This design comes from an exercise in tuning for small area, a short achievable clock period and few clock cycles on the open sky130 flow, not from production work.
Only simulation tests tie the RTL to the original design; equivalence was not proved.
Power is estimated from default activity; no workload was simulated.

$ cat flow/run.sh
#!/bin/bash
# The standard layout (the standard.sh: standard synthesis, floorplan, placement,
# CTS, routing) with two changes to how it is made: timing repair aims for more setup
# slack than the clock needs, and the port buffers are the small sky130 buffer.
set -e
bash standard.sh SETUP_SLACK_MARGIN=6.5 'BUFFER_PORTS_ARGS=-buffer_cell sky130_fd_sc_hd__buf_1' finish > standard.log 2>&1
$ cat design.v
`timescale 1ns / 1ps
`default_nettype none
package ngga_pkg;
	function automatic logic [7:0] head_char(input logic [2:0] n);
		logic [7:0] r;
		case (n)
			3'd0: r = 8'h24;
			3'd1: r = 8'h47;
			3'd2: r = 8'h50;
			3'd3: r = 8'h47;
			3'd4: r = 8'h47;
			3'd5: r = 8'h41;
			default: r = 8'h00;
		endcase
		head_char = r;
	endfunction
	function automatic logic is_digit(input logic [7:0] c);
		is_digit = (c >= 8'h30) && (c <= 8'h39);
	endfunction
	function automatic logic is_space(input logic [7:0] c);
		is_space = c == 8'h20 || (c >= 8'h09 && c <= 8'h0d) || c == 8'h2b;
	endfunction
	function automatic logic [6:0] pair_code(input logic [7:0] a);
		pair_code = {1'b0, is_space(a), is_digit(a), a[3:0]};
	endfunction
	function automatic logic [6:0] pair_value(input logic [6:0] code, input logic [7:0] b);
		logic [6:0] da;
		logic [6:0] db;
		logic [6:0] r;
		da = 7'(code[3:0]);
		db = 7'(b[3:0]);
		r = 7'd0;
		if (code[4]) begin
			r = is_digit(b) ? 7'(da * 7'd10 + db) : da;
		end else if (code[5]) begin
			r = is_digit(b) ? db : 7'd0;
		end
		pair_value = r;
	endfunction
	function automatic logic [9:0] min_step(input logic [1:0] rr, input logic [3:0] d);
		logic [7:0] t;
		logic [1:0] r;
		case ({rr, d})
			6'd0: begin t = 8'd0; r = 2'd0; end
			6'd1: begin t = 8'd16; r = 2'd2; end
			6'd2: begin t = 8'd33; r = 2'd1; end
			6'd3: begin t = 8'd50; r = 2'd0; end
			6'd4: begin t = 8'd66; r = 2'd2; end
			6'd5: begin t = 8'd83; r = 2'd1; end
			6'd6: begin t = 8'd100; r = 2'd0; end
			6'd7: begin t = 8'd116; r = 2'd2; end
			6'd8: begin t = 8'd133; r = 2'd1; end
			6'd9: begin t = 8'd150; r = 2'd0; end
			6'd16: begin t = 8'd3; r = 2'd1; end
			6'd17: begin t = 8'd20; r = 2'd0; end
			6'd18: begin t = 8'd36; r = 2'd2; end
			6'd19: begin t = 8'd53; r = 2'd1; end
			6'd20: begin t = 8'd70; r = 2'd0; end
			6'd21: begin t = 8'd86; r = 2'd2; end
			6'd22: begin t = 8'd103; r = 2'd1; end
			6'd23: begin t = 8'd120; r = 2'd0; end
			6'd24: begin t = 8'd136; r = 2'd2; end
			6'd25: begin t = 8'd153; r = 2'd1; end
			6'd32: begin t = 8'd6; r = 2'd2; end
			6'd33: begin t = 8'd23; r = 2'd1; end
			6'd34: begin t = 8'd40; r = 2'd0; end
			6'd35: begin t = 8'd56; r = 2'd2; end
			6'd36: begin t = 8'd73; r = 2'd1; end
			6'd37: begin t = 8'd90; r = 2'd0; end
			6'd38: begin t = 8'd106; r = 2'd2; end
			6'd39: begin t = 8'd123; r = 2'd1; end
			6'd40: begin t = 8'd140; r = 2'd0; end
			6'd41: begin t = 8'd156; r = 2'd2; end
			default: begin t = 8'd0; r = 2'd0; end
		endcase
		min_step = {r, t};
	endfunction
endpackage
`default_nettype wire
`timescale 1ns / 1ps
`default_nettype none
module ngga_back (
	input wire logic clk,
	input wire logic clr,
	input wire logic hi_n,
	input wire logic [1:0] feed,
	input wire logic [1:0] close,
	input wire logic [7:0] c,
	input wire logic dig,
	output logic lon_wait_n,
	output logic [1:0] hold_n,
	output logic [1:0] rdy,
	output logic [1:0] ov,
	output logic [1:0] qv,
	output logic [31:0] q0,
	output logic [31:0] q1
);
	localparam logic [1:0] PH_INT = 2'd0;
	localparam logic [1:0] PH_FRAC = 2'd1;
	localparam logic [1:0] PH_DONE = 2'd2;
	logic [1:0] ph_q [2];
	logic [1:0] ph_n [2];
	logic [2:0] cn_q [2];
	logic [2:0] cn_n [2];
	logic [7:0] win_q [2];
	logic [7:0] win_n [2];
	logic [1:0] r_q [2];
	logic [1:0] r_n [2];
	logic [31:0] q_q [2];
	logic [31:0] q_n [2];
	logic ov_q [2];
	logic ov_n [2];
	logic qv_q [2];
	logic qv_n [2];
	logic rdy_q [2];
	logic rdy_n [2];
	logic [1:0] flush;
	logic [1:0] flush_n;
	logic [1:0] flush_q;
	logic sel_q;
	logic sel_n;
	logic qs0_q;
	logic qs1_q;
	logic [7:0] t_q;
	logic [7:0] t_n;
	logic [1:0] rs_q;
	logic [1:0] rs_n;
	logic sel;
	logic deg;
	logic [3:0] dout;
	logic [9:0] ms;
	logic [7:0] t;
	logic [31:0] qs;
	logic [34:0] csa_s;
	logic [34:0] csa_c;
	logic [34:0] u;
	logic [35:0] sum;
	assign q0 = q_q[0];
	assign q1 = q_q[1];
	assign ov = {ov_q[1], ov_q[0]};
	assign qv = {qv_q[1], qv_q[0]};
	assign rdy = {rdy_q[1], rdy_q[0]};
	always_comb begin
		for (int k = 0; k < 2; k++) begin
			flush[k] = flush_q[k];
		end
		sel = sel_q;
		qs = (q_q[1] & {32{qs1_q}}) | (q_q[0] & {32{qs0_q}});
		t = t_q;
		csa_s = {1'b0, qs, 2'b00} ^ {3'b000, qs} ^ {28'd0, t[7:1]};
		csa_c = ({1'b0, qs, 2'b00} & {3'b000, qs}) | ({1'b0, qs, 2'b00} & {28'd0, t[7:1]}) |
			({3'b000, qs} & {28'd0, t[7:1]});
		u = csa_s + {csa_c[33:0], 1'b0};
		sum = {u, t[0]};
	end
	always_comb begin
		logic step;
		for (int k = 0; k < 2; k++) begin
			ph_n[k] = ph_q[k];
			cn_n[k] = cn_q[k];
			win_n[k] = win_q[k];
			r_n[k] = r_q[k];
			q_n[k] = q_q[k];
			ov_n[k] = ov_q[k];
			qv_n[k] = qv_q[k];
			step = 1'b0;
			case (ph_q[k])
				PH_INT: begin
					if (feed[k]) begin
						if (dig) begin
							if (cn_q[k] >= 3'd5) begin
								ov_n[k] = 1'b1;
							end else begin
								step = cn_q[k] >= 3'd2;
								win_n[k] = {win_q[k][3:0], c[3:0]};
								cn_n[k] = (cn_q[k] == 3'd0 && c[3:0] == 4'd0) ? 3'd0 : cn_q[k] + 3'd1;
							end
						end else if (c == 8'h2e) begin
							ph_n[k] = PH_FRAC;
							cn_n[k] = 3'd0;
						end else begin
							ph_n[k] = PH_DONE;
							cn_n[k] = 3'd0;
						end
					end
				end
				PH_FRAC: begin
					if (feed[k]) begin
						if (dig) begin
							if (cn_q[k] < 3'd4) begin
								step = 1'b1;
								win_n[k] = {win_q[k][3:0], c[3:0]};
								cn_n[k] = cn_q[k] + 3'd1;
							end
						end else begin
							ph_n[k] = PH_DONE;
						end
					end
				end
				default: begin
					if (flush[k] && (sel == (k == 1))) begin
						step = 1'b1;
						win_n[k] = {win_q[k][3:0], 4'd0};
						cn_n[k] = cn_q[k] + 3'd1;
					end
				end
			endcase
			if (step) begin
				q_n[k] = sum[31:0];
				qv_n[k] = 1'b1;
				r_n[k] = rs_q;
				ov_n[k] = ov_q[k] | (|sum[35:32]);
			end
			if (close[k] && ph_n[k] != PH_DONE) begin
				cn_n[k] = (ph_n[k] == PH_INT && cn_n[k] == 3'd0) ? 3'd6 :
					(ph_n[k] == PH_INT ? 3'd0 : cn_n[k]);
				ph_n[k] = PH_DONE;
			end
			if (clr) begin
				ph_n[k] = PH_INT;
				cn_n[k] = 3'd0;
				win_n[k] = 8'h00;
				r_n[k] = 2'd0;
				qv_n[k] = 1'b0;
				ov_n[k] = 1'b0;
			end
			rdy_n[k] = (ph_n[k] == PH_DONE) && (cn_n[k] == 3'd6);
			flush_n[k] = (ph_n[k] == PH_DONE) && (cn_n[k] != 3'd6);
		end
		lon_wait_n = flush_n[0] && ((ph_n[1] == PH_INT && cn_n[1] >= 3'd2 && cn_n[1] < 3'd5) ||
			(ph_n[1] == PH_FRAC && cn_n[1] < 3'd4));
		for (int k = 0; k < 2; k++) begin
			hold_n[k] = qv_n[k] || ov_n[k];
		end
		sel_n = !flush_n[0] && (flush_n[1] || hi_n);
		deg = sel_n ? (ph_n[1] == PH_INT) : (ph_n[0] == PH_INT);
		dout = sel_n ? win_n[1][7:4] : win_n[0][7:4];
		ms = ngga_pkg::min_step(sel_n ? r_n[1] : r_n[0], dout);
		t_n = deg ? 8'({dout, 3'b000} + {dout, 1'b0}) : ms[7:0];
		rs_n = deg ? 2'd0 : ms[9:8];
	end
	always_ff @(posedge clk) begin
		sel_q <= sel_n;
		qs0_q <= !sel_n && qv_n[0];
		qs1_q <= sel_n && qv_n[1];
		t_q <= t_n;
		rs_q <= rs_n;
		flush_q <= flush_n;
		for (int k = 0; k < 2; k++) begin
			ph_q[k] <= ph_n[k];
			cn_q[k] <= cn_n[k];
			win_q[k] <= win_n[k];
			r_q[k] <= r_n[k];
			q_q[k] <= q_n[k];
			ov_q[k] <= ov_n[k];
			qv_q[k] <= qv_n[k];
			rdy_q[k] <= rdy_n[k];
		end
	end
endmodule
`default_nettype wire
`timescale 1ns / 1ps
`default_nettype none
module nmea_gga_sentence_parser (
	input wire logic clk,
	input wire logic arst_n,
	input wire logic char_valid,
	output logic char_stall,
	input wire logic [7:0] char_byte,
	input wire logic char_last,
	output logic res_valid,
	input wire logic res_stall,
	output logic [2:0] res_status,
	output logic [6:0] res_hours,
	output logic [6:0] res_mins,
	output logic [6:0] res_secs,
	output logic [31:0] res_lat_e7,
	output logic [7:0] res_lat_hemi,
	output logic [31:0] res_lon_e7,
	output logic [7:0] res_lon_hemi
);
	logic iv_q;
	logic [7:0] ib_q;
	logic il_q;
	logic idig_q;
	logic icom_q;
	logic init_q;
	logic clr_q;
	logic done_q;
	logic [7:0] cnt_q, cnt_n;
	logic long_q, long_n;
	logic prefix_q, prefix_n;
	logic [3:0] comma_q, comma_n;
	logic [2:0] tidx_q, tidx_n;
	logic intok_q, intok_n;
	logic [2:0] tlen_q, tlen_n;
	logic tbad_q, tbad_n;
	logic [7:0] hnew_q [2];
	logic [7:0] hnew_n [2];
	logic hseen_q [2];
	logic hseen_n [2];
	logic [6:0] pair_q [3];
	logic [6:0] pair_n [3];
	logic [2:0] st_q, st_n;
	logic tm_n;
	logic cm_n;
	logic tm_q;
	logic cm_q;
	logic [1:0] cmk_q;
	logic [1:0] hold_n;
	logic busy_q;
	logic tg_q;
	logic lw_q;
	logic lon_wait_n;
	logic take_n;
	logic done_n;
	logic [2:0] tidx_x;
	logic intok_x;
	logic cm_x;
	logic cm;
	logic [7:0] hemi_q [2];
	logic [7:0] hemi_n [2];
	logic consume;
	logic [1:0] hnew_w;
	logic [7:0] c_w;
	logic block;
	logic busy;
	logic take;
	logic hi_n;
	logic [1:0] fcoord;
	logic [1:0] feed;
	logic [1:0] close;
	logic [1:0] rdy;
	logic [1:0] ov;
	logic [1:0] qv;
	logic [31:0] q0;
	logic [31:0] q1;
	assign busy = busy_q;
	assign consume = iv_q & ~block;
	assign char_stall = iv_q & block;
	assign res_valid = done_q & rdy[0] & rdy[1];
	assign take = res_valid & ~res_stall;
	assign feed = fcoord & {2{consume}};
	assign hi_n = !init_q && !(consume && il_q) &&
		(tidx_q[2] || (consume && !icom_q && !intok_q && tidx_q == 3'd3));
	always_comb begin
		logic [7:0] c;
		logic comma;
		logic tstart;
		logic ftime;
		logic [6:0] pv;
		logic [6:0] lim;
		c = ib_q;
		c_w = ib_q;
		comma = icom_q;
		tstart = !comma && !intok_q;
		tidx_n = (tstart && tidx_q != 3'd7) ? tidx_q + 3'd1 : tidx_q;
		ftime = !comma && (intok_q ? tidx_q == 3'd2 : tidx_q == 3'd1) && tlen_q < 3'd6;
		fcoord[0] = !comma && (intok_q ? tidx_q == 3'd3 : tidx_q == 3'd2);
		fcoord[1] = !comma && (intok_q ? tidx_q == 3'd5 : tidx_q == 3'd4);
		block = (busy && (il_q || (!comma && tg_q))) || (!comma && idig_q && lw_q);
		close[0] = consume && (il_q || (comma && tidx_q == 3'd3));
		close[1] = consume && (il_q || (comma && tidx_q == 3'd5));
		cnt_n = cnt_q;
		long_n = long_q;
		if (!long_q) begin
			if (cnt_q == 8'd255) begin
				long_n = 1'b1;
			end else begin
				cnt_n = cnt_q + 8'd1;
			end
		end
		prefix_n = prefix_q;
		if (cnt_q < 8'd6 && c != ngga_pkg::head_char(cnt_q[2:0])) begin
			prefix_n = 1'b0;
		end
		comma_n = (comma && comma_q != 4'd15) ? comma_q + 4'd1 : comma_q;
		intok_n = !comma;
		for (int k = 0; k < 2; k++) begin
			hnew_n[k] = hnew_q[k];
			hseen_n[k] = hseen_q[k];
			hemi_n[k] = hemi_q[k];
		end
		hnew_w[0] = tstart && tidx_q == 3'd3;
		hnew_w[1] = tstart && tidx_q == 3'd5;
		for (int k = 0; k < 2; k++) begin
			if (hnew_w[k]) begin
				hnew_n[k] = c;
				hseen_n[k] = 1'b1;
			end
		end
		for (int k = 0; k < 3; k++) begin
			pair_n[k] = pair_q[k];
		end
		tlen_n = tlen_q;
		tbad_n = tbad_q;
		pv = ngga_pkg::pair_value(pair_q[2], c);
		lim = (tlen_q[2:1] == 2'd0) ? 7'd23 : 7'd59;
		if (ftime) begin
			tlen_n = tlen_q + 3'd1;
			if (!tlen_q[0]) begin
				pair_n[0] = pair_q[1];
				pair_n[1] = pair_q[2];
				pair_n[2] = ngga_pkg::pair_code(c);
			end else begin
				pair_n[2] = pv;
				if (pv > lim) begin
					tbad_n = 1'b1;
				end
			end
		end
		if (cnt_n < 8'd6 || !prefix_n) begin
			st_n = 3'd1;
		end else if (comma_n < 4'd14) begin
			st_n = 3'd2;
		end else if (long_n) begin
			st_n = 3'd5;
		end else if (tlen_n < 3'd6) begin
			st_n = 3'd3;
		end else if (tbad_n) begin
			st_n = 3'd4;
		end else begin
			st_n = 3'd0;
		end
		tm_n = (st_n == 3'd0) || (st_n == 3'd4);
		cm_n = tm_n || (st_n == 3'd3);
		if (cm_n) begin
			for (int k = 0; k < 2; k++) begin
				if (hseen_n[k]) begin
					hemi_n[k] = hnew_n[k];
				end
			end
		end
		if (il_q) begin
			cnt_n = '0;
			long_n = 1'b0;
			prefix_n = 1'b1;
			comma_n = '0;
			tidx_n = '0;
			intok_n = 1'b0;
			tlen_n = '0;
			tbad_n = 1'b0;
			for (int k = 0; k < 2; k++) begin
				hseen_n[k] = 1'b0;
			end
		end
	end
	always_comb begin
		take_n = res_valid & ~res_stall;
		done_n = take_n ? 1'b0 : ((consume && il_q) ? 1'b1 : done_q);
		tidx_x = init_q ? 3'd0 : (consume ? tidx_n : tidx_q);
		intok_x = init_q ? 1'b0 : (consume ? intok_n : intok_q);
		cm_x = (consume && il_q) ? cm_n : cm_q;
	end
	always_ff @(posedge clk) begin
		busy_q <= done_n || take_n;
		tg_q <= tidx_x[2] || tidx_x[1] || (tidx_x[0] && !intok_x);
		lw_q <= lon_wait_n && tidx_x[2] && !tidx_x[1] && (tidx_x[0] == intok_x);
		cmk_q <= {2{cm_x}} & hold_n;
	end
	always_ff @(posedge clk or negedge arst_n) begin
		if (!arst_n) begin
			iv_q <= 1'b0;
			init_q <= 1'b1;
			clr_q <= 1'b1;
			done_q <= 1'b0;
		end else begin
			if (!char_stall) begin
				iv_q <= char_valid;
			end
			init_q <= 1'b0;
			clr_q <= take;
			if (take) begin
				done_q <= 1'b0;
			end else if (consume && il_q) begin
				done_q <= 1'b1;
			end
		end
	end
	always_ff @(posedge clk) begin
		if (!char_stall) begin
			ib_q <= char_byte;
			il_q <= char_last;
			idig_q <= ngga_pkg::is_digit(char_byte);
			icom_q <= (char_byte == 8'h2c);
		end
		if (init_q) begin
			cnt_q <= '0;
			long_q <= 1'b0;
			prefix_q <= 1'b1;
			comma_q <= '0;
			tidx_q <= '0;
			intok_q <= 1'b0;
			tlen_q <= '0;
			tbad_q <= 1'b0;
			for (int k = 0; k < 2; k++) begin
				hseen_q[k] <= 1'b0;
				hemi_q[k] <= '0;
			end
		end else if (consume) begin
			cnt_q <= cnt_n;
			long_q <= long_n;
			prefix_q <= prefix_n;
			comma_q <= comma_n;
			tidx_q <= tidx_n;
			intok_q <= intok_n;
			tlen_q <= tlen_n;
			tbad_q <= tbad_n;
			for (int k = 0; k < 2; k++) begin
				if (hnew_w[k]) begin
					hnew_q[k] <= c_w;
				end
				hseen_q[k] <= hseen_n[k];
			end
			for (int k = 0; k < 3; k++) begin
				pair_q[k] <= pair_n[k];
			end
			if (il_q) begin
				st_q <= st_n;
				tm_q <= tm_n;
				cm_q <= cm_n;
				for (int k = 0; k < 2; k++) begin
					hemi_q[k] <= hemi_n[k];
				end
			end
		end
	end
	ngga_back u_back (
		.clk(clk),
		.clr(clr_q),
		.hi_n(hi_n),
		.feed(feed),
		.close(close),
		.c(ib_q),
		.dig(idig_q),
		.lon_wait_n(lon_wait_n),
		.hold_n(hold_n),
		.rdy(rdy),
		.ov(ov),
		.qv(qv),
		.q0(q0),
		.q1(q1)
	);
	assign res_status = st_q;
	assign res_hours = tm_q ? pair_q[0] : 7'd0;
	assign res_mins = tm_q ? pair_q[1] : 7'd0;
	assign res_secs = tm_q ? pair_q[2] : 7'd0;
	assign res_lat_e7 = cmk_q[0] ? (q0 | {32{ov[0]}}) : 32'd0;
	assign res_lon_e7 = cmk_q[1] ? (q1 | {32{ov[1]}}) : 32'd0;
	assign res_lat_hemi = hemi_q[0];
	assign res_lon_hemi = hemi_q[1];
endmodule
`default_nettype wire
$ cat constraint.sdc
create_clock -name core_clock -period 11.0 [get_ports {clk}]
set_input_delay 2.2000 -clock core_clock [delete_from_list [all_inputs] [get_ports {clk}]]
set_output_delay 2.2000 -clock core_clock [all_outputs]
set_load 0.01 [all_outputs]
$ cat config.mk
export PLATFORM = sky130hd
export DESIGN_NAME = nmea_gga_sentence_parser
export DESIGN_NICKNAME = nmea_gga_sentence_parser
export VERILOG_FILES = /design/flow/design.v
export SDC_FILE = /design/flow/constraint.sdc
export NUM_CORES = 4
export LEC_CHECK = 0
export CAP_MARGIN = 20
export CORE_MARGIN = 2
export CORE_UTILIZATION = 40
export SLEW_MARGIN = 20
$ cat standard.sh
#!/bin/bash
# synth_recipe.tcl (not shown) runs the flow's synth.tcl, then flattens the netlist and writes it again
# the make line also repeats each setting of config.mk as NAME=value (left out here)
make -C /OpenROAD-flow-scripts/flow DESIGN_CONFIG=/design/flow/config.mk WORK_HOME=/design/flow/orfs CLKGATE_MAP_FILE= SYNTH_SCRIPT=/design/flow/synth_recipe.tcl "${@:-finish}"
==> run_results.csv, run 1 <==
group,metric,value,unit
global_route,grt_pass1_vias,9887,
sta,fin_tns_setup,0,ps
final_layout,areaGrowthSynthToFinish,16.8,%
global_route,grt_pass1_wl,52600,µm
synthesis,syn_area,12900,µm²
routing,wl,32900,µm
placed_design,gp_congestion,0.862,
worst_setup_path,endpoint,"u_back.rs_q[1]",
clocking,postCtsHoldBufs,0,
routing,drcViolationCount,0,
synthesis,synth_top_family_by_area,"compound AO/OA/AOI/OAI gates",
power_and_ir_drop,peakVddDrop,0.177,mV
global_route,antenna_found_initial,0,
power_and_ir_drop,p_int,3.04,mW
worst_setup_path,cp.required,11400,ps
die,fp.dieW,184,µm
synthesis,synthTopCellsByCount,"nor2_1, edfxtp_1, ha_1",
status,outcome,"timing/DRC/antenna clean",
synthesis,synthDominantAreaCellType,"edfxtp_1",
synthesis,synthFlopType,"edfxtp_1",
worst_setup_path,critPathLaunchType,"register",
power_and_ir_drop,p_sw,2.24,mW
power_and_ir_drop,p_seq_share,28.4,%
global_route,track_usage,19.0,%
synthesis,synth-simple-area-share,15.4,%
worst_setup_path,rr_startpoint,"ib_q[0]",
worst_setup_path,worstRegToRegCells,18,
routing,dr.pass1.iters,5,
run,drv_cap,0,
worst_setup_path,r2r_end,"u_back.rs_q[1]",
synthesis,ys_top_cells_by_area,"edfxtp_1, dfxtp_1, ha_1",
clocking,cts_max_path_buffers,3,
sta,fin_crit,4390,ps
final_layout,nets,1565,
synthesis,synth_fa_ha_area_share,11.1,%
sta,worst_slew_pin_slew,923,ps
hold_path,min_from,"pair_q[1][3]",
worst_setup_path,critical_path_class,"register to register",
worst_setup_path,cp_max_fo,7,
worst_setup_path,reg2reg_slack,6610,ps
synthesis,synth_cell_types,88,
worst_setup_path,endpoint_kind,"register",
synthesis,synth_compound_area_share,19.4,%
synthesis,muxShareOfSynthArea,5.16,%
synthesis,ys_seq_area_share,42.6,%
hold_path,hp-class,"register to register",
synthesis,synth_edf_count,117,
sta,skew,24.4,ps
global_route,grt_max_degree,49,
placed_design,dpl_cell_area,13800,µm²
clocking,root_buffer,"clkbuf_16",
clocking,cts_max_level,1,
synthesis,syn_inst,1318,
sta,hold_viol,0,
routing,via_per_inst,5.64,
clocking,cts_tree,"done",
clocking,clk-insertion-delay-late,530,ps
synthesis,syn_avg_cell_area,9.82,µm²
sta,max_freq,228,MHz
die,die-area,33800,µm²
worst_setup_path,worst_ep_arrival_time,4790,ps
synthesis,netlist.area_leader.share,27.1,%
sta,slew_headroom,38.5,%
final_layout,post-route-util,47.7,%
clocking,clk_pin_slew,60,ps
power_and_ir_drop,p_sw_share,42.5,%
clocking,cts_buffers,24,
synthesis,synthArstFlopShare,1.85,%
final_layout,drive_gt1_share,11.3,%
power_and_ir_drop,power_frac_comb,56.2,%
synthesis,synthMostInstantiatedCell,"nor2_1",
routing,routedWlPerCell,17.7,µm
power_and_ir_drop,finalPower,5.28,mW
placed_design,dpl.hpwl,23000,µm
routing,initialDrtViolationCount,675,
final_layout,final_area,15100,µm²
sta,timing.final.max_slew_violations,0,
synthesis,synth_nets,1440,
die,ios,119,
power_and_ir_drop,pwr-share-clk,15.4,%
sta,rsz0062_at_grt,"yes",
synthesis,ys_ff_latch,216,
worst_setup_path,crit_start,"ib_q[0]",
global_route,grt_overflow_total,0,
power_and_ir_drop,power_leakage,5.80,nW
clocking,cts.sinks,216,
routing,num_vias,10500,
routing,ant_nets,0,
die,start_util,40.8,%
die,core-area,31700,µm²
synthesis,ys.warnings.count,26,
synthesis,synth-xor-area-share,2.64,%
power_and_ir_drop,pwr_density_cell,349,nW/µm²
placed_design,port_buffers,118,
final_layout,antennaDiodeCount,0,
sta,setup_violations,0,
die,rows,65,
die,chipHeight,184,µm
sta,post-route-period-util,39.9,%
==> sequential cells by signal, indices dropped and copies added, names as in the netlist, 3 cells and up <==
name	count
cnt_q	8
comma_q	4
hemi_q	16
hnew_q	16
ib_q	8
pair_q	21
st_q	3
tidx_q	3
tlen_q	3
u_back.cn_q	6
u_back.ph_q	4
u_back.q_q	64
u_back.r_q	4
u_back.t_q	7
u_back.win_q	16
==> layout make-up <==
cell class,count,area (µm²)
Multi-Input combinational cell,982,7220
Clock buffer,38,717
Inverter,53,210
Timing Repair Buffer,166,861
Tap cell,402,503
Fill cell,2981,16600
Clock inverter,6,91.3
Sequential cell,216,5520
==> cell families (layout without fill, tap and decap cells) <==
| kind of cell | Yosys count | count (layout) |
|---|---|---|
| XOR/XNOR | 39 | 39 |
| flip-flops | 216 | 216 |
| multiplexers | 62 | 62 |
| AND/OR/NAND/NOR | 404 | 404 |
| AO/OA/AOI/OAI | 366 | 366 |
| adder cells (fa/ha/maj) | 110 | 110 |
| other | 1 | 1 |
| buffers and inverters | 120 | 263 |
==> power by group through the flow <==
| stage | registers (mW) | clock network (mW) | logic (mW) |
|---|---|---|---|
| 2_1_floorplan | 1.43 | 0 | 2.08 |
| 3_3_place_gp | 1.52 | 0 | 2.65 |
| 3_5_place_dp | 1.52 | 0 | 2.70 |
| 4_1_cts | 1.50 | 0.834 | 2.80 |
| 5_1_grt | 1.53 | 0.867 | 3.29 |
| 6_report | 1.50 | 0.813 | 2.97 |
==> routing by layer <==
metal | GRT usage [%] | vias up | routed length, µm
li1 | - | 5095 | -
met1 | 27.3 | 5047 | 15700
met2 | 30.8 | 325 | 14900
met3 | 2.42 | 47 | 1730
met4 | 4.00 | 0 | 572
met5 | 0 | - | 0
==> critical path, cell delays in order (launching register included) <==
cell and delay, ps:
edfxtp_1 430, buf_12 160, or4_4 570, or3b_4 430, o2111a_1 140, a2bb2oi_2 170, or2_1 270, mux2i_2 200
a21o_4 210, nand2_8 100, mux2i_4 240, clkinvlp_4 170, ha_4 190, o21ai_2 60, a211oi_2 80, a311o_1 290
a22oi_2 190, o22ai_1 100, a32o_1 230
==> layout by cell type (no fill, tap or decap), drive strengths merged, types with 31 or more instances in the layout <==
cell type and n:
nand3 34, nor2 150, nor3 31, edfxtp 117, dfxtp 95, o21a 74
buf 166, mux2i 40, o21ai 59, clkbuf 38, nand2 71, a21oi 80
ha 100, a22o 37, inv 53
==> worst min-delay path by stage <==
stage / to / slack, ps / depth (start not counted)
2_1_floorplan: pair_q[0][0] / 420 / 0
3_3_place_gp: pair_q[0][4] / 420 / 0
3_5_place_dp: pair_q[0][2] / 440 / 0
4_1_cts: pair_q[0][2] / 450 / 0
5_1_grt: pair_q[0][2] / 460 / 0
6_report: pair_q[0][3] / 450 / 0
==> stage by stage <==
step | hold slack, ps | instances | setup WS (ps)
after floorplan | 418 | 1318 | 6540
after global placement | 423 | 1791 | 5990
after detailed placement | 438 | 1791 | 5870
after CTS | 451 | 1841 | 6500
after global routing | 463 | 1863 | 6380
final | 446 | 1863 | 6610
==> timing repair <==
action | CTS | global route
buffers inserted | 6 | 22
setup endpoints to repair | 21 | 33
pin swaps | 3 | 19
gates resized for setup | 21 | 45
Testbench counts, summed over its fixed seeds: cycles 25,028.
==> run 2, diff against run 1 <==
--- a/flow/run.sh
+++ b/flow/run.sh
@@ -4,3 +4,3 @@
 # slack than the clock needs, and the port buffers are the small sky130 buffer.
 set -e
-bash standard.sh SETUP_SLACK_MARGIN=6.5 'BUFFER_PORTS_ARGS=-buffer_cell sky130_fd_sc_hd__buf_1' finish > standard.log 2>&1
+bash standard.sh SETUP_SLACK_MARGIN=7 'BUFFER_PORTS_ARGS=-buffer_cell sky130_fd_sc_hd__buf_1' finish > standard.log 2>&1
--- a/config.mk
+++ b/config.mk
@@ -9,3 +9,5 @@
 export CORE_MARGIN = 2
 export CORE_UTILIZATION = 40
+export CTS_CLUSTER_DIAMETER = 60
+export CTS_CLUSTER_SIZE = 24
 export SLEW_MARGIN = 20
==> run 2 against run 1 <==
Setup slack gained 160 ps. Combinational power rose by 6%. Sequential share of layout area is 1.4 points lower. Synthesized cell count did not move. Core utilization rose by 2.0 points. Critical path type unchanged. Critical endpoint unchanged.
==> run_results.csv, run 2 <==
group,metric,value,unit
synthesis,synthTopCellsByCount,"nor2_1, edfxtp_1, ha_1",
clocking,cts_max_path_buffers,3,
routing,via_per_inst,5.59,
sta,max_freq,237,MHz
die,die-area,33800,µm²
routing,initialDrtViolationCount,735,
clocking,clk_pin_slew,80,ps
final_layout,areaGrowthSynthToFinish,21.7,%
synthesis,synth_edf_count,117,
sta,fin_crit,4230,ps
clocking,root_buffer,"clkbuf_16",
final_layout,post-route-util,49.7,%
routing,num_vias,10600,
worst_setup_path,cp_max_fo,5,
synthesis,ys.warnings.count,26,
final_layout,nets,1601,
worst_setup_path,critPathLaunchType,"register",
global_route,grt_pass1_vias,9849,
sta,fin_tns_setup,0,ps
synthesis,syn_avg_cell_area,9.82,µm²
final_layout,top_register,"u_back.q_q",
placed_design,gp_congestion,0.936,
synthesis,synth_fa_ha_area_share,11.1,%
synthesis,synthFlopType,"edfxtp_1",
die,rows,65,
die,start_util,40.8,%
synthesis,ys_seq_area_share,42.6,%
final_layout,drive_gt1_share,16.7,%
sta,slew_headroom,40.6,%
synthesis,synth-simple-area-share,15.4,%
synthesis,muxShareOfSynthArea,5.16,%
clocking,cts.sinks,216,
hold_path,hp-class,"register to register",
die,ios,119,
power_and_ir_drop,pwr-share-clk,15.2,%
worst_setup_path,worst_ep_arrival_time,4640,ps
placed_design,dpl_cell_area,13800,µm²
power_and_ir_drop,p_int,3.12,mW
status,outcome,"timing/DRC/antenna clean",
clocking,cts_buffers,23,
final_layout,largest_reg_flops,64,
synthesis,synth_cell_types,88,
power_and_ir_drop,p_sw_share,43.4,%
global_route,grt_pass1_wl,53100,µm
power_and_ir_drop,power_frac_comb,57.2,%
sta,setup_violations,0,
global_route,grt_overflow_total,0,
synthesis,netlist.area_leader.share,27.1,%
clocking,cts_tree,"done",
power_and_ir_drop,power_leakage,6.06,nW
clocking,clk-insertion-delay-late,540,ps
worst_setup_path,endpoint_kind,"register",
final_layout,final_cell_mix,"nor2_1, buf_1, edfxtp_1",
synthesis,synth_nets,1440,
synthesis,synthMostInstantiatedCell,"nor2_1",
power_and_ir_drop,pwr_density_cell,350,nW/µm²
run,drv_cap,0,
routing,routedWlPerCell,17.7,µm
placed_design,port_buffers,118,
routing,ant_nets,0,
sta,post-route-period-util,38.4,%
power_and_ir_drop,p_sw,2.39,mW
synthesis,ys_ff_latch,216,
global_route,grt_max_degree,49,
synthesis,synthDominantAreaCellType,"edfxtp_1",
clocking,cts_max_level,1,
synthesis,synthArstFlopShare,1.85,%
sta,timing.final.max_slew_violations,0,
final_layout,n_fill_cell,2931,
routing,drcViolationCount,0,
final_layout,mostFrequentLayoutCell,"nor2_1",
sta,rsz0062_at_grt,"yes",
synthesis,syn_inst,1318,
power_and_ir_drop,peakVddDrop,0.162,mV
die,chipHeight,184,µm
worst_setup_path,cp.required,11410,ps
global_route,track_usage,19.4,%
sta,hold_viol,0,
sta,skew,33.8,ps
synthesis,syn_area,12900,µm²
synthesis,synth-xor-area-share,2.64,%
worst_setup_path,critical_path_class,"register to register",
final_layout,final_area,15800,µm²
synthesis,ys_top_cells_by_area,"edfxtp_1, dfxtp_1, ha_1",
final_layout,antennaDiodeCount,0,
synthesis,synth_top_family_by_area,"compound AO/OA/AOI/OAI gates",
die,fp.dieW,184,µm
final_layout,top_regs,"u_back.q_q (64), pair_q (21)",
power_and_ir_drop,p_seq_share,27.6,%
routing,wl,33700,µm
global_route,antenna_found_initial,0,
die,core-area,31700,µm²
synthesis,synth_compound_area_share,19.4,%
routing,dr.pass1.iters,5,
placed_design,dpl.hpwl,22500,µm
sta,worst_slew_pin_slew,891,ps
[run 2: timing repair]
action / in CTS / in global routing
hold buffers: 0 / 0
hold endpoints to repair: 0 / 0
pin swaps: 33 / 30
setup endpoints to repair: 46 / 49
gates resized for setup: 67 / 52
gates cloned: 1 / 0
setup buffers: 40 / 27
[run 2: cells by family (layout without fill, tap and decap cells)]
group | count (synthesis) | after routing
and+or+nand+nor | 404 | 404
AOI/OAI and AO/OA | 366 | 366
DFF | 216 | 216
buffers and inverters | 120 | 297
adders and majority gates | 110 | 110
muxes | 62 | 62
xor gates and xnor gates | 39 | 39
other | 1 | 1
[run 2: per-layer routing]
metal | up-vias | global-route usage [%] | share of wire, %
li1 | 5199 | - | -
met1 | 5021 | 27.0 | 46
met2 | 324 | 31.1 | 45
met3 | 66 | 3.01 | 5.9
met4 | 0 | 5.70 | 2.6
met5 | - | 0 | 0
[run 2: final cells by class]
type	instances	area, µm²	area share [%]
Multi-Input combinational cell	982	7440	47.3
Tap cell	402	503	3.19
Sequential cell	216	5530	35.1
Clock buffer	25	604	3.84
Clock inverter	16	233	1.48
Inverter	53	220	1.40
Timing Repair Buffer	203	1210	7.71
[run 2: path summary, 6_finish.rpt]
kind / start / endpoint / slack [ps] / depth (start not counted)
max reg2reg: ib_q[2] / u_back.rs_q[1] / 6770 / 18
min: pair_q[1][5] / pair_q[0][5] / 450 / 0
min in group asynchronous: arst_n / iv_q / 1480 / 1
min reg2reg: pair_q[1][5] / pair_q[0][5] / 450 / 0
max in group asynchronous: arst_n / clr_q / 9270 / 1
max: ib_q[2] / u_back.rs_q[1] / 6770 / 18
[run 2: per-stage QoR]
step	std cells	total power, mW	setup slack, ps	hold WS [ps]
after floorplan	1318	3.56	7000	418
after global placement	1788	4.21	6280	424
after detailed placement	1788	4.24	6170	426
after CTS	1870	5.37	6810	444
after global routing	1897	5.92	6680	447
final	1897	5.51	6770	446
[run 2: critical path, stage by stage, from the launching register on]
cell and delay [ps]:
edfxtp_1 420, buf_8 150, or4_4 560, or3b_4 410, o2111a_1 140, a2bb2oi_2 170
or2_1 250, mux2i_2 200, a21o_4 200, nand2_8 80, mux2i_4 200, buf_6 160
ha_4 160, o21ai_2 60, a211oi_2 90, a311o_1 370, a22oi_2 170, o22ai_1 120
a32o_1 210
[run 2: power groups by stage]
stage                     sequential [mW]  clock (mW)  combinational [mW]
after floorplan                      1.43           0                2.13
after global placement               1.55           0                2.66
after detailed placement             1.54           0                2.69
after CTS                            1.52       0.856                3.00
after global routing                 1.55       0.889                3.47
final                                1.52       0.836                3.15
==> run 3, diff against run 2 <==
--- a/config.mk
+++ b/config.mk
@@ -9,5 +9,3 @@
 export CORE_MARGIN = 2
 export CORE_UTILIZATION = 40
-export CTS_CLUSTER_DIAMETER = 60
-export CTS_CLUSTER_SIZE = 24
 export SLEW_MARGIN = 20
==> run 3 against run 2 <==
Synthesized cell count stayed put. Combinational power hardly changed. Sequential share of layout area is 0.050 points lower. Via count is 0.61% higher. Register-to-register slack better by 20 ps. Design area is 0.14% higher.
==> run_results.csv, run 3 <==
group,metric,value,unit
die,ios,119,
clocking,cts_tree,"done",
worst_setup_path,cp.required,11420,ps
sta,rsz0062_at_grt,"yes",
synthesis,synthFlopType,"edfxtp_1",
global_route,track_usage,19.3,%
global_route,grt_max_degree,49,
synthesis,synth_nets,1440,
synthesis,ys.warnings.count,26,
sta,timing.final.max_slew_violations,0,
clocking,root_buffer,"clkbuf_16",
synthesis,synthDominantAreaCellType,"edfxtp_1",
sta,hold_viol,0,
synthesis,synth_cell_types,88,
synthesis,synthTopCellsByCount,"nor2_1, edfxtp_1, ha_1",
sta,fin_tns_setup,0,ps
die,chipHeight,184,µm
final_layout,antennaDiodeCount,0,
die,die-area,33800,µm²
global_route,grt_pass1_wl,52800,µm
final_layout,areaGrowthSynthToFinish,21.8,%
synthesis,synthArstFlopShare,1.85,%
synthesis,syn_area,12900,µm²
hold_path,min_from,"pair_q[1][3]",
final_layout,n_fill_cell,2920,
run,drv_cap,0,
clocking,clk-insertion-delay-late,530,ps
sta,max_freq,238,MHz
final_layout,mostFrequentLayoutCell,"nor2_1",
status,outcome,"timing/DRC/antenna clean",
final_layout,final_cell_mix,"nor2_1, buf_1, edfxtp_1",
sta,setup_ws,6790,ps
final_layout,drive_gt1_share,16.6,%
sta,slew_headroom,38.9,%
final_layout,final_cells,1899,
clocking,cts.sinks,216,
worst_setup_path,crit_start,"ib_q[2]",
worst_setup_path,worstRegToRegCells,16,
final_layout,nets,1600,
synthesis,ys_ff_latch,216,
power_and_ir_drop,power_leakage,6.05,nW
routing,drcViolationCount,0,
global_route,antenna_found_initial,0,
placed_design,post-place-ws,6170,ps
synthesis,ys_top_cells_by_area,"edfxtp_1, dfxtp_1, ha_1",
routing,dr.pass1.iters,5,
sta,fin_crit,4210,ps
routing,initialDrtViolationCount,769,
hold_path,whs_path_depth,0,
global_route,grt_overflow_total,0,
placed_design,dpl.hpwl,22500,µm
hold_path,hp-class,"register to register",
worst_setup_path,rr_startpoint,"ib_q[2]",
worst_setup_path,critical_path_class,"register to register",
global_route,grt_pass1_vias,9866,
worst_setup_path,critPathLaunchType,"register",
sta,post-route-period-util,38.3,%
synthesis,synth_edf_count,117,
power_and_ir_drop,peakVddDrop,0.163,mV
worst_setup_path,r2r_end,"u_back.rs_q[0]",
die,start_util,40.8,%
hold_path,holdPathEnd,"pair_q[0][3]",
final_layout,top_regs,"u_back.q_q (64), pair_q (21)",
synthesis,netlist.area_leader.share,27.1,%
sta,skew,15.0,ps
clocking,cts_max_path_buffers,3,
routing,wl,34000,µm
worst_setup_path,endpoint_kind,"register",
die,core-area,31700,µm²
placed_design,gp_congestion,0.936,
routing,via_per_inst,5.62,
clocking,clk_pin_slew,60,ps
sta,setup_violations,0,
synthesis,syn_avg_cell_area,9.82,µm²
synthesis,syn_inst,1318,
clocking,cts_buffers,25,
synthesis,synthMostInstantiatedCell,"nor2_1",
final_layout,top_register,"u_back.q_q",
routing,ant_nets,0,
power_and_ir_drop,pwr_density_cell,350,nW/µm²
clocking,cts_max_level,1,
die,fp.dieW,184,µm
die,rows,65,
routing,num_vias,10700,
worst_setup_path,reg2reg_slack,6790,ps
routing,routedWlPerCell,17.9,µm
worst_setup_path,worst_ep_arrival_time,4630,ps
worst_setup_path,cp_max_fo,7,
placed_design,dp.cells,1788,
synthesis,ys_seq_area_share,42.6,%
placed_design,port_buffers,118,
final_layout,largest_reg_flops,64,
sta,worst_slew_pin_slew,917,ps
[run 3: logic make-up (layout without fill, tap and decap cells)]
kind of cell	Yosys count	after routing	synth area share [%]
adders and majority gates	110	110	11.1
xor gates and xnor gates	39	39	2.64
DFF	216	216	42.6
other	1	1	0.0290
and+or+nand+nor	404	404	15.4
buffers and inverters	120	298	3.61
AOI/OAI and AO/OA	366	366	19.4
muxes	62	63	5.16
[run 3: critical path, cell delays in order (launching register included)]
cell	delay, ps
edfxtp_1	410
buf_8	150
or4_4	560
or3b_4	410
o2111a_1	140
a2bb2oi_2	170
or2_1	250
mux2i_2	200
a21o_4	200
nand2_8	90
buf_12	140
clkinv_8	50
mux2i_4	290
buf_4	160
mux2_4	290
a221o_1	320
a32o_1	260
[run 3: power by group]
group | switching (mW) | internal [mW]
clock | 0.343 | 0.485
combinational | 1.82 | 1.35
sequential | 0.188 | 1.34
[run 3: layer usage]
metal | wire length (µm) | global-route usage, %
met2 | 15300 | 31.4
met1 | 16100 | 26.7
met4 | 746 | 4.90
met3 | 1840 | 3.03
met5 | 0 | 0
[run 3: area by class of cell]
class	instances	area, µm²	share of cell area, %
Multi-Input combinational cell	983	7480	47.4
Inverter	53	223	1.41
Clock buffer	31	711	4.51
Tap cell	402	503	3.19
Timing Repair Buffer	199	1210	7.65
Sequential cell	216	5530	35.1
Clock inverter	15	115	0.730
[run 3: worst max path at each step]
| stage | to | slack, ps |
|---|---|---|
| after floorplan | u_back.rs_q[0] | 7000 |
| after global placement | u_back.rs_q[0] | 6280 |
| after detailed placement | u_back.rs_q[0] | 6170 |
| after CTS | u_back.rs_q[0] | 6830 |
| after global routing | u_back.rs_q[1] | 6660 |
| final | u_back.rs_q[0] | 6790 |
[run 3: metrics by stage]
stage / power, mW / util (%) / area (µm²) / hold slack [ps]
after CTS: 5.34 / 48.3 / 15300 / 440
final: 5.53 / 49.7 / 15800 / 443
after global placement: 4.21 / 43.6 / 13800 / 424
after global routing: 5.92 / 49.7 / 15800 / 443
after detailed placement: 4.24 / 43.6 / 13800 / 426
after floorplan: 3.56 / - / 13000 / 418
[run 3: repair_timing]
item,in CTS,in global routing
resized for setup,64,60
hold buffers,0,0
pin swaps,34,36
buffers inserted,40,22
cloned,1,2
endpoints found under the setup margin,46,47
==> run 4, diff against run 3 <==
--- a/config.mk
+++ b/config.mk
@@ -8,4 +8,4 @@
 export CAP_MARGIN = 20
 export CORE_MARGIN = 2
-export CORE_UTILIZATION = 40
+export CORE_UTILIZATION = 60
 export SLEW_MARGIN = 20
==> run 4 against run 3 <==
Still clean on timing, DRC and antenna. Via count is 1.7% higher. First-iteration DRC count is 3.1% lower. Routed wire length shrank 3.4%. Hold slack got worse by 8.8 ps. Critical path type unchanged.
==> run_results.csv, run 4 <==
group,metric,value,unit
final_layout,largest_reg_flops,64,
synthesis,syn_area,12900,µm²
worst_setup_path,reg2reg_slack,6750,ps
final_layout,final_cell_mix,"nor2_1, buf_1, edfxtp_1",
routing,ant_nets,0,
final_layout,nets,1601,
synthesis,ys_top_cells_by_area,"edfxtp_1, dfxtp_1, ha_1",
hold_path,hp-class,"register to register",
power_and_ir_drop,peakVddDrop,0.214,mV
routing,wl,32800,µm
global_route,grt_max_degree,49,
synthesis,netlist.area_leader.share,27.1,%
routing,via_per_inst,6.13,
worst_setup_path,cpPeakStageDelay,590,ps
sta,hold_viol,0,
worst_setup_path,cp.required,11400,ps
synthesis,ys_ff_latch,216,
sta,setup_ws,6750,ps
synthesis,synth_cell_types,88,
placed_design,dpl.hpwl,21600,µm
synthesis,synth_edf_count,117,
synthesis,synthTopCellsByCount,"nor2_1, edfxtp_1, ha_1",
sta,skew,18.6,ps
synthesis,synth_nets,1440,
final_layout,top_register,"u_back.q_q",
final_layout,mostFrequentLayoutCell,"nor2_1",
status,outcome,"timing/DRC/antenna clean",
clocking,cts_max_path_buffers,3,
clocking,cts.sinks,216,
final_layout,top_regs,"u_back.q_q (64), pair_q (21)",
synthesis,syn_inst,1318,
placed_design,port_buffers,118,
sta,fin_crit,4250,ps
clocking,cts_max_level,1,
power_and_ir_drop,finalPower,5.56,mW
worst_setup_path,worstRegToRegCells,15,
final_layout,antennaDiodeCount,0,
die,die-area,22800,µm²
worst_setup_path,endpoint_kind,"register",
routing,dr.pass1.iters,5,
synthesis,synthArstFlopShare,1.85,%
die,start_util,61.4,%
routing,initialDrtViolationCount,745,
hold_path,whs_path_depth,0,
global_route,antenna_found_initial,0,
die,rows,53,
die,core-area,21100,µm²
placed_design,post-place-ws,6110,ps
clocking,cts_tree,"done",
sta,slew_headroom,37.9,%
synthesis,ys.warnings.count,26,
worst_setup_path,critical_path_class,"register to register",
worst_setup_path,path_cells,"or4_4, or3b_4, o2111a_1, a2bb2oi_2, or2_1, mux2i_2, a21o_4, nand2_8, mux2i_4, buf_6, buf_4, ha_1, mux2_4, a221o_1, a32o_1",
sta,rsz0062_at_grt,"yes",
sta,worst_slew_pin_slew,932,ps
sta,timing.final.max_slew_violations,0,
synthesis,synthMostInstantiatedCell,"nor2_1",
clocking,root_buffer,"clkbuf_16",
clocking,clk-insertion-delay-late,510,ps
worst_setup_path,critPathLaunchType,"register",
synthesis,ys_seq_area_share,42.6,%
sta,fin_tns_setup,0,ps
hold_path,holdPathEnd,"pair_q[0][2]",
final_layout,n_fill_cell,1512,
sta,max_freq,235,MHz
global_route,grt_pass1_vias,9943,
worst_setup_path,rr_startpoint,"ib_q[3]",
synthesis,syn_avg_cell_area,9.82,µm²
routing,num_vias,10900,
global_route,grt_pass1_wl,51100,µm
global_route,grt_overflow_total,0,
routing,drcViolationCount,0,
worst_setup_path,r2r_end,"u_back.rs_q[0]",
clocking,cts_buffers,23,
sta,post-route-period-util,38.6,%
die,fp.dieW,151,µm
run,drv_cap,0,
die,chipHeight,151,µm
power_and_ir_drop,pwr_density_cell,358,nW/µm²
routing,routedWlPerCell,18.5,µm
power_and_ir_drop,power_leakage,6.00,nW
worst_setup_path,cp_max_fo,6,
die,ios,119,
clocking,clk_pin_slew,60,ps
global_route,track_usage,27.7,%
worst_setup_path,worst_ep_arrival_time,4640,ps
final_layout,areaGrowthSynthToFinish,19.8,%
sta,setup_violations,0,
final_layout,drive_gt1_share,17.2,%
final_layout,regArea,5540,µm²
hold_path,min_from,"pair_q[1][2]",
synthesis,synthFlopType,"edfxtp_1",
worst_setup_path,slowest_stage,"or4_4",
final_layout,post-route-util,73.6,%
placed_design,gp_congestion,0.925,
synthesis,synthDominantAreaCellType,"edfxtp_1",
clocking,postCtsHoldBufs,0,
final_layout,multi_input_area,7540,µm²
==> run 4: cell counts after synthesis <==
Identical to the previous run, type by type.
==> run 4: worst max-delay path by stage <==
stage | depth (start not counted) | slack (ps) | to | startpoint
after global routing | 15 | 6620 | u_back.ov_q[0] | u_back.qs0_q
after global placement | 18 | 6230 | u_back.rs_q[0] | il_q
after detailed placement | 18 | 6110 | u_back.rs_q[0] | il_q
after CTS | 15 | 6800 | u_back.ov_q[1] | u_back.q_q[1][0]
after floorplan | 17 | 7000 | u_back.rs_q[0] | ib_q[1]
final | 15 | 6750 | u_back.rs_q[0] | ib_q[3]
==> run 4: routing by layer <==
metal	track usage, %	share of wire (%)	vias to the layer above
met3	3.19	6.0	72
met4	6.68	2.2	0
met1	40.6	46	5188
met5	0	0	-
met2	44.1	46	402
li1	-	-	5190
==> run 4: area by class of cell <==
type	instances	area share [%]
Clock buffer	28	3.83
Inverter	53	1.40
Multi-Input combinational cell	982	48.6
Sequential cell	216	35.7
Tap cell	275	2.22
Clock inverter	13	0.629
Timing Repair Buffer	203	7.65
==> run 4: kinds of logic after synthesis <==
logic type      after synthesis  synth area share, %
simple gates                404                 15.4
other cells                   1               0.0290
fa+ha+maj                   110                 11.1
flops                       216                 42.6
compound gates              366                 19.4
mux                          62                 5.16
xor+xnor                     39                 2.64
buf+inv                     120                 3.61
==> run 4: repair_timing <==
item | in CTS | in global routing
setup endpoints to repair | 48 | 38
setup buffers | 37 | 34
pin swaps | 28 | 50
gates cloned | 1 | 1
gates resized for setup | 56 | 75
endpoints found under the hold margin | 0 | 0
==> run 4: where the power goes <==
part | internal (mW) | total [mW] | leakage (nW) | switching [mW]
registers | 1.34 | 1.55 | 1.91 | 0.209
clock network | 0.410 | 0.720 | 0.339 | 0.311
logic | 1.45 | 3.29 | 3.75 | 1.84
total | 3.20 | 5.56 | 6.00 | 2.36
==> run 4: critical path: cells and delay by family, from the launching register on <==
| kind | cells | cell delay [ps] |
|---|---|---|
| AO/OA/AOI/OAI | 5 | 1070 |
| adder cells (fa/ha/maj) | 1 | 210 |
| buffers and inverters | 2 | 290 |
| flip-flops | 1 | 440 |
| multiplexers | 3 | 730 |
| AND/OR/NAND/NOR | 4 | 1390 |
==> run 4: per-stage QoR <==
step	area [µm²]	instances	hold WS, ps
floorplan	13000	1318	418
global route	15500	1770	460
global placement	13600	1656	422
detailed placement	13600	1656	430
CTS	14900	1735	436
finish	15500	1770	435
==> run 5, diff against run 4 <==
--- a/design.v
+++ b/design.v
@@ -88,4 +88,6 @@
 	input wire logic [7:0] c,
 	input wire logic dig,
+	input wire logic dot,
+	input wire logic zero,
 	output logic lon_wait_n,
 	output logic [1:0] hold_n,
@@ -174,7 +176,7 @@
 								step = cn_q[k] >= 3'd2;
 								win_n[k] = {win_q[k][3:0], c[3:0]};
-								cn_n[k] = (cn_q[k] == 3'd0 && c[3:0] == 4'd0) ? 3'd0 : cn_q[k] + 3'd1;
+								cn_n[k] = (cn_q[k] == 3'd0 && zero) ? 3'd0 : cn_q[k] + 3'd1;
 							end
-						end else if (c == 8'h2e) begin
+						end else if (dot) begin
 							ph_n[k] = PH_FRAC;
 							cn_n[k] = 3'd0;
@@ -285,4 +287,6 @@
 	logic idig_q;
 	logic icom_q;
+	logic idot_q;
+	logic izero_q;
 	logic init_q;
 	logic clr_q;
@@ -484,4 +488,6 @@
 			idig_q <= ngga_pkg::is_digit(char_byte);
 			icom_q <= (char_byte == 8'h2c);
+			idot_q <= (char_byte == 8'h2e);
+			izero_q <= (char_byte[3:0] == 4'd0);
 		end
 		if (init_q) begin
@@ -534,4 +540,6 @@
 		.c(ib_q),
 		.dig(idig_q),
+		.dot(idot_q),
+		.zero(izero_q),
 		.lon_wait_n(lon_wait_n),
 		.hold_n(hold_n),
--- a/flow/run.sh
+++ b/flow/run.sh
@@ -4,3 +4,3 @@
 # slack than the clock needs, and the port buffers are the small sky130 buffer.
 set -e
-bash standard.sh SETUP_SLACK_MARGIN=7 'BUFFER_PORTS_ARGS=-buffer_cell sky130_fd_sc_hd__buf_1' finish > standard.log 2>&1
+bash standard.sh SETUP_SLACK_MARGIN=7.3 'BUFFER_PORTS_ARGS=-buffer_cell sky130_fd_sc_hd__buf_1' finish > standard.log 2>&1
--- a/config.mk
+++ b/config.mk
@@ -8,4 +8,4 @@
 export CAP_MARGIN = 20
 export CORE_MARGIN = 2
-export CORE_UTILIZATION = 60
+export CORE_UTILIZATION = 40
 export SLEW_MARGIN = 20
==> run 5 against run 4 <==
Combinational power is 6.4% higher. Hold slack better by 9.0 ps. Synthesized area is 1.6% higher. Synthesized cell count hardly changed. Critical path type unchanged.
==> run_results.csv, run 5 <==
group,metric,value,unit
final_layout,antennaDiodeCount,0,
synthesis,synthDominantAreaCellType,"edfxtp_1",
routing,initialDrtViolationCount,754,
worst_setup_path,cp_max_fo,6,
power_and_ir_drop,peakVddDrop,0.170,mV
synthesis,synth_cell_types,92,
clocking,clk_pin_slew,60,ps
die,start_util,40.5,%
final_layout,regArea,5610,µm²
routing,routedWlPerCell,18.4,µm
final_layout,n_fill_cell,2872,
final_layout,top_register,"u_back.q_q",
worst_setup_path,worst_ep_arrival_time,4350,ps
placed_design,gp_congestion,0.871,
global_route,grt_pass1_wl,56500,µm
global_route,track_usage,20.4,%
clocking,cts_max_path_buffers,3,
placed_design,dpl.hpwl,23100,µm
synthesis,synthFlopType,"edfxtp_1",
placed_design,port_buffers,118,
sta,post-route-period-util,35.8,%
synthesis,syn_avg_cell_area,9.97,µm²
global_route,grt_overflow_total,0,
global_route,grt_pass1_vias,10500,
synthesis,netlist.area_leader.share,27.2,%
final_layout,multi_input_area,7790,µm²
final_layout,drive_gt1_share,22.3,%
routing,wl,36800,µm
run,drv_cap,0,
worst_setup_path,cp.required,11410,ps
worst_setup_path,critical_path_class,"register to register",
sta,setup_violations,0,
sta,hold_viol,0,
synthesis,ys.warnings.count,26,
final_layout,final_area,16800,µm²
sta,worst_slew_pin_slew,1000,ps
routing,dr.pass1.iters,5,
clocking,root_buffer,"clkbuf_16",
final_layout,largest_reg_flops,64,
worst_setup_path,critPathTopFamily,"compound AO/OA/AOI/OAI gates",
synthesis,synthMostInstantiatedCell,"edfxtp_1",
synthesis,syn_area,13200,µm²
sta,max_freq,254,MHz
synthesis,ys_seq_area_share,42.4,%
final_layout,nets,1663,
placed_design,dpl_cell_area,14000,µm²
synthesis,synth_edf_count,119,
sta,fin_tns_setup,0,ps
clocking,postCtsHoldBufs,0,
die,ios,119,
sta,fin_crit,3940,ps
routing,drcViolationCount,0,
die,core-area,32500,µm²
worst_setup_path,rr_startpoint,"icom_q",
clocking,cts_buffers,25,
final_layout,final_cell_mix,"edfxtp_1, buf_1, buf_4",
routing,ant_nets,0,
sta,slew_headroom,32.8,%
power_and_ir_drop,power_leakage,6.57,nW
routing,via_per_inst,5.55,
status,outcome,"timing/DRC/antenna clean",
final_layout,top_regs,"u_back.q_q (64), pair_q (21)",
worst_setup_path,cp.buffers_inverters,6,
sta,rsz0062_at_grt,"yes",
power_and_ir_drop,pwr_density_cell,352,nW/µm²
final_layout,areaGrowthSynthToFinish,27.6,%
worst_setup_path,endpoint_kind,"register",
die,chipHeight,185,µm
worst_setup_path,path_cells,"buf_4, buf_4, nor2b_1, a32o_2, buf_4, nand3_2, mux2i_1, o211ai_1, mux2_4, a21o_4, buf_6, and3_4, nor2_4, inv_4, buf_12, ha_4, and3_4, a211o_1, o21a_1",
die,rows,66,
synthesis,syn_inst,1319,
final_layout,mostFrequentLayoutCell,"edfxtp_1",
sta,timing.final.max_slew_violations,0,
worst_setup_path,crit_start,"icom_q",
synthesis,synthArstFlopShare,1.83,%
sta,skew,17.3,ps
clocking,clk-insertion-delay-late,530,ps
worst_setup_path,cpPeakStageDelay,460,ps
worst_setup_path,slowest_stage,"edfxtp_1",
hold_path,min_from,"pair_q[1][3]",
global_route,antenna_found_initial,0,
clocking,cts_tree,"done",
hold_path,hp-class,"register to register",
synthesis,ys_ff_latch,218,
die,die-area,34300,µm²
synthesis,ys_top_cells_by_area,"edfxtp_1, dfxtp_1, ha_1",
clocking,cts.sinks,218,
global_route,grt_max_degree,38,
worst_setup_path,critPathLaunchType,"register",
die,fp.dieW,185,µm
synthesis,synthTopCellsByCount,"edfxtp_1, nor2_1, ha_1",
worst_setup_path,timing.critical_path.mode_cell,"buf_4",
synthesis,synth_nets,1441,
clocking,cts_max_level,1,
routing,num_vias,11100,
run 5: changes by cell type after synthesis, moves of 8 or more:
cell,delta
inv_1,-8
nand2_1,+10
and3_1,+10
nand4_1,+9
o21ai_0,-9
nor2b_1,+8
a21o_1,+13
nor2_1,-36
run 5: worst paths after layout:
kind | slack, ps | depth (start not counted) | endpoint
hold reg to reg | 440 | 0 | pair_q[0][3]
max in group asynchronous | 9230 | 1 | clr_q
setup / recovery | 7060 | 19 | u_back.t_q[1]
min in group asynchronous | 1500 | 1 | done_q
hold / removal | 440 | 0 | pair_q[0][3]
setup reg to reg | 7060 | 19 | u_back.t_q[1]
run 5: area by class of cell:
class | count | area share, %
Multi-Input combinational cell | 986 | 46.4
Sequential cell | 218 | 33.4
Timing Repair Buffer | 263 | 10.6
Clock buffer | 30 | 3.84
Tap cell | 442 | 3.29
Clock inverter | 16 | 1.24
Inverter | 47 | 1.21
run 5: worst reg2reg max path, cell delays in order, from the launching register on:
cell and delay, ps:
edfxtp_1 460, buf_4 180, buf_4 130, nor2b_1 100
a32o_2 210, buf_4 150, nand3_2 100, mux2i_1 140
o211ai_1 340, mux2_4 350, a21o_4 260, buf_6 140
and3_4 170, nor2_4 140, inv_4 70, buf_12 130
ha_4 160, and3_4 170, a211o_1 260, o21a_1 170
run 5: routing by layer:
layer / up-vias / GRT usage (%) / wire length, µm
met4: 0 / 4.92 / 621
met1: 5374 / 29.5 / 17400
li1: 5347 / - / -
met2: 337 / 32.8 / 16900
met5: - / 0 / 0
met3: 52 / 2.26 / 1980
run 5: kinds of logic (layout without fill, tap and decap cells):
kind of cell               after synthesis  after routing  share of synthesized area, %
and+or+nand+nor                        397            397                          15.5
AOI/OAI and AO/OA                      370            372                          19.6
DFF                                    218            218                          42.4
buffers and inverters                  117            356                          3.59
adders and majority gates              110            110                          11.0
muxes                                   61             61                          4.98
xor gates and xnor gates                45             45                          3.00
other                                    1              1                        0.0285
run 5: where the power goes:
group	switching, mW	internal (mW)	leakage, nW
registers	0.191	1.34	1.94
logic	1.95	1.55	4.21
clock network	0.338	0.536	0.422
run 5: through the flow:
stage	hold WS (ps)	total power [mW]	setup WS, ps	util (%)	std cells
finish	444	5.90	7060	51.7	2002
floorplan	418	3.57	7300	-	1319
global route	446	6.31	6940	51.7	2002
detailed placement	429	4.24	5990	43.2	1824
global placement	421	4.20	6160	43.2	1824
CTS	443	5.54	7160	49.9	1966
run 5: what timing repair did:
item,CTS,global route
endpoints found under the hold margin,0,0
setup buffers,93,34
gates cloned,3,2
resized for setup,115,64
pin swaps,54,56
endpoints found under the setup margin,160,52
Testbench counts of run 5, summed over its fixed seeds: cycles 25,028.
==> run 6, diff against run 5 <==
--- a/flow/run.sh
+++ b/flow/run.sh
@@ -4,3 +4,3 @@
 # slack than the clock needs, and the port buffers are the small sky130 buffer.
 set -e
-bash standard.sh SETUP_SLACK_MARGIN=7.3 'BUFFER_PORTS_ARGS=-buffer_cell sky130_fd_sc_hd__buf_1' finish > standard.log 2>&1
+bash standard.sh SETUP_SLACK_MARGIN=7 'BUFFER_PORTS_ARGS=-buffer_cell sky130_fd_sc_hd__buf_1' finish > standard.log 2>&1
==> run 6 against run 5 <==
Largest cell class unchanged. Sequential cell count did not move. Clock skew grew 8.8 ps. Critical endpoint is now u_back.rs_q[1]. Sequential power barely moved. Routed wire length is 9.4% lower. Design area down 7.2%. Hold slack better by 1.6 ps. Die area unchanged. Via count down 5.4%. Non-clock buffer count fell by 83. Still clean.
==> run_results.csv, run 6 <==
group,metric,value,unit
synthesis,synth_edf_count,119,
hold_path,hp-class,"register to register",
final_layout,areaGrowthSynthToFinish,18.5,%
placed_design,post-place-ws,5940,ps
synthesis,synthMostInstantiatedCell,"edfxtp_1",
placed_design,gp_congestion,0.878,
global_route,grt_max_degree,38,
routing,initialDrtViolationCount,747,
global_route,antenna_found_initial,0,
synthesis,synth_cell_types,92,
die,start_util,40.5,%
worst_setup_path,slowest_stage,"or4b_4",
worst_setup_path,cpPeakStageDelay,500,ps
clocking,root_buffer,"clkbuf_16",
worst_setup_path,critPathLaunchType,"register",
synthesis,ys_top_cells_by_area,"edfxtp_1, dfxtp_1, ha_1",
sta,rsz0062_at_grt,"yes",
final_layout,final_area,15600,µm²
global_route,grt_overflow_total,0,
worst_setup_path,critical_path_class,"register to register",
power_and_ir_drop,peakVddDrop,0.139,mV
synthesis,netlist.area_leader.share,27.2,%
synthesis,syn_avg_cell_area,9.97,µm²
final_layout,top_regs,"u_back.q_q (64), pair_q (21)",
synthesis,ys_ff_latch,218,
global_route,grt_pass1_wl,51800,µm
run,drv_cap,0,
worst_setup_path,critPathTopFamily,"compound AO/OA/AOI/OAI gates",
die,ios,119,
global_route,grt_pass1_vias,9734,
sta,fin_crit,3970,ps
placed_design,dp.cells,1821,
clocking,cts_buffers,26,
clocking,cts_max_level,1,
routing,dr.pass1.iters,5,
power_and_ir_drop,power_leakage,6.05,nW
routing,routedWlPerCell,17.4,µm
die,chipHeight,185,µm
placed_design,dpl_cell_area,14000,µm²
final_layout,drive_gt1_share,14.8,%
die,die-area,34300,µm²
synthesis,synthDominantAreaCellType,"edfxtp_1",
routing,via_per_inst,5.47,
clocking,clk-insertion-delay-late,550,ps
routing,drcViolationCount,0,
die,rows,66,
final_layout,post-route-util,48.0,%
status,outcome,"timing/DRC/antenna clean",
final_layout,nets,1580,
clocking,cts_tree,"done",
global_route,track_usage,18.6,%
placed_design,dpl.hpwl,23000,µm
sta,slew_headroom,41.0,%
sta,setup_ws,7030,ps
routing,num_vias,10500,
final_layout,top_register,"u_back.q_q",
sta,hold_ws,445,ps
final_layout,final_cells,1920,
synthesis,synth_nets,1441,
synthesis,syn_inst,1319,
die,fp.dieW,185,µm
die,core-area,32500,µm²
worst_setup_path,endpoint_kind,"register",
synthesis,synthArstFlopShare,1.83,%
synthesis,ys.warnings.count,26,
worst_setup_path,cp_max_fo,6,
synthesis,synthTopCellsByCount,"edfxtp_1, nor2_1, ha_1",
final_layout,largest_reg_flops,64,
synthesis,syn_area,13200,µm²
sta,skew,26.1,ps
sta,setup_violations,0,
final_layout,antennaDiodeCount,0,
power_and_ir_drop,finalPower,5.40,mW
clocking,cts_max_path_buffers,3,
clocking,clk_pin_slew,60,ps
sta,hold_viol,0,
worst_setup_path,cp.buffers_inverters,3,
sta,fin_tns_setup,0,ps
sta,timing.final.max_slew_violations,0,
worst_setup_path,path_cells,"ha_2, ha_2, a32o_2, a31o_1, or4b_4, and3_4, mux2_4, a21o_4, buf_6, nand3_2, and2_4, clkinvlp_4, buf_6, ha_1, a21oi_2, a211oi_1, nor2_1, o221ai_1",
synthesis,ys_seq_area_share,42.4,%
final_layout,final_cell_mix,"edfxtp_1, buf_1, nor2_1",
worst_setup_path,cp.required,11400,ps
final_layout,mostFrequentLayoutCell,"edfxtp_1",
placed_design,port_buffers,118,
sta,worst_slew_pin_slew,884,ps
sta,post-route-period-util,36.1,%
sta,max_freq,252,MHz
routing,ant_nets,0,
routing,wl,33400,µm
worst_setup_path,worst_ep_arrival_time,4380,ps
power_and_ir_drop,pwr_density_cell,347,nW/µm²
clocking,cts.sinks,218,
synthesis,synthFlopType,"edfxtp_1",
[run 6: worst register-to-register path: cells and delay by family, from the launching register on]
kind            cells  cell delay [ps]
buf+inv             3              450
compound gates      6             1120
mux                 1              260
flops               1              360
fa+ha+maj           3              550
simple gates        5             1100
[run 6: logic make-up after synthesis]
family	Yosys count	synth area share (%)
multiplexers	61	4.98
AO/OA/AOI/OAI	370	19.6
adder cells (fa/ha/maj)	110	11.0
other	1	0.0285
XOR/XNOR	45	3.00
flip-flops	218	42.4
AND/OR/NAND/NOR	397	15.5
buffers and inverters	117	3.59
[run 6: layout make-up]
type	count	area [µm²]
Timing Repair Buffer	180	953
Inverter	47	198
Clock buffer	31	679
Clock inverter	17	211
Fill cell	3032	16900
Multi-Input combinational cell	985	7390
Tap cell	442	553
Sequential cell	218	5590
[run 6: routing by layer]
metal	vias up	track usage, %	wire length (µm)
li1	5168	-	-
met1	4996	27.4	16200
met2	304	29.3	14900
met3	39	2.34	1880
met4	0	3.84	414
met5	-	0	0
[run 6: worst paths after layout]
check / end / start / slack [ps] / depth (start not counted)
max reg2reg: u_back.rs_q[1] / tidx_q[0] / 7030 / 18
min: pair_q[0][2] / pair_q[1][2] / 450 / 0
min reg2reg: pair_q[0][2] / pair_q[1][2] / 450 / 0
max: u_back.rs_q[1] / tidx_q[0] / 7030 / 18
min in group asynchronous: iv_q / arst_n / 1490 / 1
max in group asynchronous: clr_q / arst_n / 9220 / 1
[run 6: timing repair]
item | 4_1_cts | 5_1_grt
gates resized for setup | 46 | 49
setup buffers | 19 | 31
pin swaps | 6 | 28
setup endpoints to repair | 106 | 19
hold buffers | 0 | 0
gates cloned | 0 | 1
[run 6: power breakdown]
group | internal (mW) | total [mW] | switching, mW
Clock | 0.538 | 0.893 | 0.355
Sequential | 1.34 | 1.55 | 0.210
Combinational | 1.24 | 2.96 | 1.72

-- what the ideal ports hide --
Ports are ideal in the flow. The routed layouts listed here were re-timed in OpenROAD. Step 1 (the two cells are an assumption about what drives the block):
set clk [get_ports {clk}]
set_driving_cell -lib_cell sky130_fd_sc_hd__clkbuf_16 $clk
set_driving_cell -lib_cell sky130_fd_sc_hd__buf_2 [delete_from_list [all_inputs] $clk]
Step 2 also shifts input and output timing later by t, the mid clock arrival at the registers, as if the neighbouring blocks saw the same clock. Slacks: no drivers / after step 1 / after step 2; pairs: no drivers / after step 1.
run | shift t [ns] | setup slack, ns | hold WS [ns] | worst data-port slew with drivers (ns) | pins driven straight from the clock port
run 1 | 0.568 | 6.609 / 6.609 / 6.609 | 0.446 / 0.446 / 0.446 | 0.04 | 1
run 2 | 0.571 | 6.774 / 6.774 / 6.774 | 0.446 / 0.446 / 0.446 | 0.03 | 1
run 3 | 0.571 | 6.791 / 6.791 / 6.791 | 0.443 / 0.443 / 0.443 | 0.03 | 1
run 4 | 0.548 | 6.753 / 6.753 / 6.753 | 0.435 / 0.435 / 0.435 | 0.03 | 1
run 5 | 0.565 | 7.060 / 7.036 / 7.060 | 0.444 / 0.444 / 0.444 | 0.04 | 1
run 6 | 0.585 | 7.026 / 7.013 / 7.026 | 0.445 / 0.445 / 0.445 | 0.03 | 1
After both steps setup and hold are still met in every run listed.
